Background: an optimization exercise with open tools, aiming at small area. Do not read the settings as production practice.
In this exercise RTL edits were held to simulation tests only and were not proved equivalent to the original.
Power and IR drop assume default switching activity.

## viterbi_four_state_tagger_top
module viterbi_four_state_tagger_top (
	input  logic        clk,
	input  logic        arst_n,
	input  logic        s_tvalid,
	output logic        s_tready,
	input  logic [63:0] s_tdata,    
	input  logic        s_tuser,    
	input  logic        s_tlast,    
	output logic        m_tvalid,
	input  logic        m_tready,
	output logic [39:0] m_tdata,    
	output logic        m_tuser,    
	output logic        m_tlast,    
	input  logic        psel,
	input  logic        penable,
	input  logic        pwrite,
	input  logic [5:0]  paddr,
	input  logic [63:0] pwdata,
	output logic [63:0] prdata,
	output logic        pready
);
Size in the first run: ~1800 cells after synthesis, about 980 flip-flops, about 250 I/O pins, about 29000 um^2 of cells after synthesis.
==> flow/config.mk <==
export PLATFORM = sky130hd
export DESIGN_NAME = viterbi_four_state_tagger_top
export DESIGN_NICKNAME = viterbi_four_state_tagger_top
export VERILOG_FILES = /design/flow/design.v
export SDC_FILE = /design/flow/constraint.sdc
export NUM_CORES = 4
export LEC_CHECK = 0
export CAP_MARGIN = 20
export CORE_MARGIN = 2
export CORE_UTILIZATION = 40
export PLACE_DENSITY = 0.7
export SLEW_MARGIN = 20
==> flow/constraint.sdc <==
create_clock -name core_clock -period 15.0 [get_ports {clk}]
set_input_delay 3.0000 -clock core_clock [delete_from_list [all_inputs] [get_ports {clk}]]
set_output_delay 3.0000 -clock core_clock [all_outputs]
set_load 0.01 [all_outputs]
standard.sh (not shown) runs the stock make flow with config.mk's settings and CLKGATE_MAP_FILE= SYNTH_SCRIPT=/design/flow/synth_recipe.tcl, a recipe that flattens the netlist after the stock synthesis.
==> flow/flow/run.sh <==
#!/bin/bash
# Standard ORFS layout with three changes:
#  - synthesis is the standard flow's script with ABC run on an area-oriented script (same registers);
#  - port buffers use the smallest buffer cell;
#  - the clock tree uses sink clusters of mid-size clock buffers and no dummy loads.
# Full make output goes to flow_make.log here; each ORFS step keeps its own log under
# orfs/logs/.
set -euo pipefail
export VFT_ABC_SCRIPT="$PWD/flow/abc_area.script"
cat flow/abc_override.tcl synth_recipe.tcl > vft_synth.tcl
bash standard.sh \
	"SYNTH_SCRIPT=$PWD/vft_synth.tcl" \
	"BUFFER_PORTS_ARGS=-buffer_cell sky130_fd_sc_hd__buf_1" \
	"CTS_ARGS=-sink_clustering_enable -repair_clock_nets -dont_use_dummy_load -buf_list {sky130_fd_sc_hd__clkbuf_8} -sink_clustering_size 16 -sink_clustering_max_diameter 100" \
	finish > flow_make.log 2>&1
==> flow/flow/abc_area.script <==
strash
&get -n
&st

&syn3
&dch -f
&nf -a -p -R 1000 -F 8 -A 8
&st
&syn2
&dch -f
&nf -a -p -R 1000 -F 8 -A 8
&put
topo
stime -c
==> flow/flow/abc_override.tcl <==
# Prepended to the standard flow's synthesis script: the same synthesis, except that ABC maps the
# combinational logic with an area-oriented script (flow/abc_area.script) instead of
# ORFS's speed script. Registers are mapped before ABC runs, so they are unchanged.
proc abc {args} {
  set i [lsearch -exact $args -script]
  if {$i >= 0} { lset args [expr {$i + 1}] $::env(VFT_ABC_SCRIPT) }
  yosys abc {*}$args
}
Then changed:
--- a/flow/design.v
+++ b/flow/design.v
@@ -95,18 +95,19 @@
 	output logic          m_tlast,
 	input  logic [255:0]  trans,
 	input  logic [63:0]   start,
 	input  logic [7:0]    vld
 );
 	localparam int PW = vft_pkg::PW;
 	logic [4:0] b_q;
 	logic [5:0] u_q;
-	logic       b_last;
+	logic       b_first, b_last;
 	logic [3:0] bsel;
+	assign b_first = (b_q == 5'd0);
 	assign b_last  = (b_q == 5'(PW - 1));
 	always_ff @(posedge clk or negedge arst_n) begin
 		if (!arst_n) begin
 			b_q <= '0;
 			u_q <= '0;
 		end else begin
 			b_q <= b_last ? 5'd0 : b_q + 5'd1;
 			u_q <= (u_q == 6'd0) ? 6'd62 : u_q - 6'd1;
@@ -145,47 +146,48 @@
 			tmask[k] = vld[4+k] & ~pk_q;
 			for (int j = 0; j < 4; j++) begin
 				tb[k][j] = (|(trans[64*k + 16*j +: 16] & boh)) & tmask[k];
 			end
 		end
 	end
 	logic       ha;
 	logic [3:0] ya, hb, yb;
-	logic [3:0] ca_q, cb_q, g_q;    
+	logic [3:0] ca_q, cb_q, g_q, cd_q;
 	logic [3:0] sa, sax, cao, sb, sbx, cbo;
 	logic [3:0] opa, ope, cdo;
 	logic [3:0] gfin;
 	assign ha = h[pp_q];
 	always_comb begin
 		for (int j = 0; j < 4; j++) begin
 			ya[j]  = tb[pp_q][j];
 			hb[j]  = h[best_q[j]];
 			yb[j]  = tb[best_q[j]][j];
 			sa[j]  = ha ^ ya[j] ^ ca_q[j];
 			cao[j] = (ha & ya[j]) | (ca_q[j] & (ha ^ ya[j]));
 			sax[j] = ha ^ ya[j] ^ cao[j];
 			sb[j]  = hb[j] ^ yb[j] ^ cb_q[j];
 			cbo[j] = (hb[j] & yb[j]) | (cb_q[j] & (hb[j] ^ yb[j]));
 			sbx[j] = hb[j] ^ yb[j] ^ cbo[j];
-			gfin[j] = (sa[j] ^ sb[j]) ? sa[j] : g_q[j];
+			gfin[j] = (sa[j] ^ sb[j]) ? sa[j] : (g_q[j] & ~b_first);
 			if (b_last && (sax[j] ^ sbx[j])) begin
 				gfin[j] = sbx[j];
 			end
 			opa[j]  = init_pass ? ((|(start[16*j +: 16] & boh)) & vld[j]) : sb[j];
 			ope[j]  = (|(s_tdata[16*j +: 16] & boh)) & ~pk_q;
-			nbit[j] = opa[j] ^ ope[j] ^ ca_q[j];
-			cdo[j]  = (opa[j] & ope[j]) | (ca_q[j] & (opa[j] ^ ope[j]));
+			nbit[j] = opa[j] ^ ope[j] ^ cd_q[j];
+			cdo[j]  = (opa[j] & ope[j]) | (cd_q[j] & (opa[j] ^ ope[j]));
 		end
 	end
 	always_ff @(posedge clk) begin
 		for (int j = 0; j < 4; j++) begin
-			ca_q[j] <= (cmp_pass ? cao[j] : cdo[j]) & ~b_last;
+			ca_q[j] <= cao[j] & ~b_last;
 			cb_q[j] <= cbo[j] & ~b_last;
-			g_q[j]  <= gfin[j] & ~b_last;    
+			g_q[j]  <= gfin[j];
+			cd_q[j] <= cdo[j] & ~b_last;
 		end
 	end
 	always_ff @(posedge clk) begin
 		for (int k = 1; k < 4; k++) begin
 			pr_q[k] <= {(wr_pass ? nbit[k] : h[k]), pr_q[k][PW-1:1]};
 		end
 		if (run || init_pass) begin
 			pr_q[0] <= {(wr_pass ? nbit[0] : h[0]), pr_q[0][PW-1:1]};
Outcome: Non-clock buffer count shrinks by 2; worst setup slack improved by 0.15 ns; die area goes up by 0.30%; power went up by 4.9%; flip-flop and latch count went up by 4; hold slack gets worse by 0.072 ns; final cell count falls by 0.32%; routed wire length is lower by 4.6%; via count fell by 0.73%; synthesized cell count stays flat.

-- port drivers added, routing unchanged --
How much do the figures lean on ideal ports? The routed layouts below were timed once more, with nothing changed but the port constraints. Step 1 (the two cells are an assumption about what drives the block):
set clk [get_ports {clk}]
set_driving_cell -lib_cell sky130_fd_sc_hd__clkbuf_16 $clk
set_driving_cell -lib_cell sky130_fd_sc_hd__buf_2 [delete_from_list [all_inputs] $clk]
Step 2 moves the port delays by t, midway between the first and last clock arrival at a register: inputs arrive t later, outputs are due t later. That takes back most of the time a late clock gives input paths. a / b / c = ideal / step 1 / step 2; a / b = the first two.
| run | shift t [ns] | setup WS [ns] | latest minus earliest clock arrival (ns) | worst data-port slew with drivers (ns) |
|---|---|---|---|---|
| the first run | 0.716 | 6.329 / 6.257 / 6.257 | 0.101 / 0.102 | 0.13 |
| the second run | 0.698 | 6.477 / 6.448 / 6.448 | 0.107 / 0.107 | 0.09 |
After both steps setup and hold are still met in every run listed. The setup slack of the first run, which loses most, moves by -0.072 ns with the drivers and by -0.072 ns with both steps.
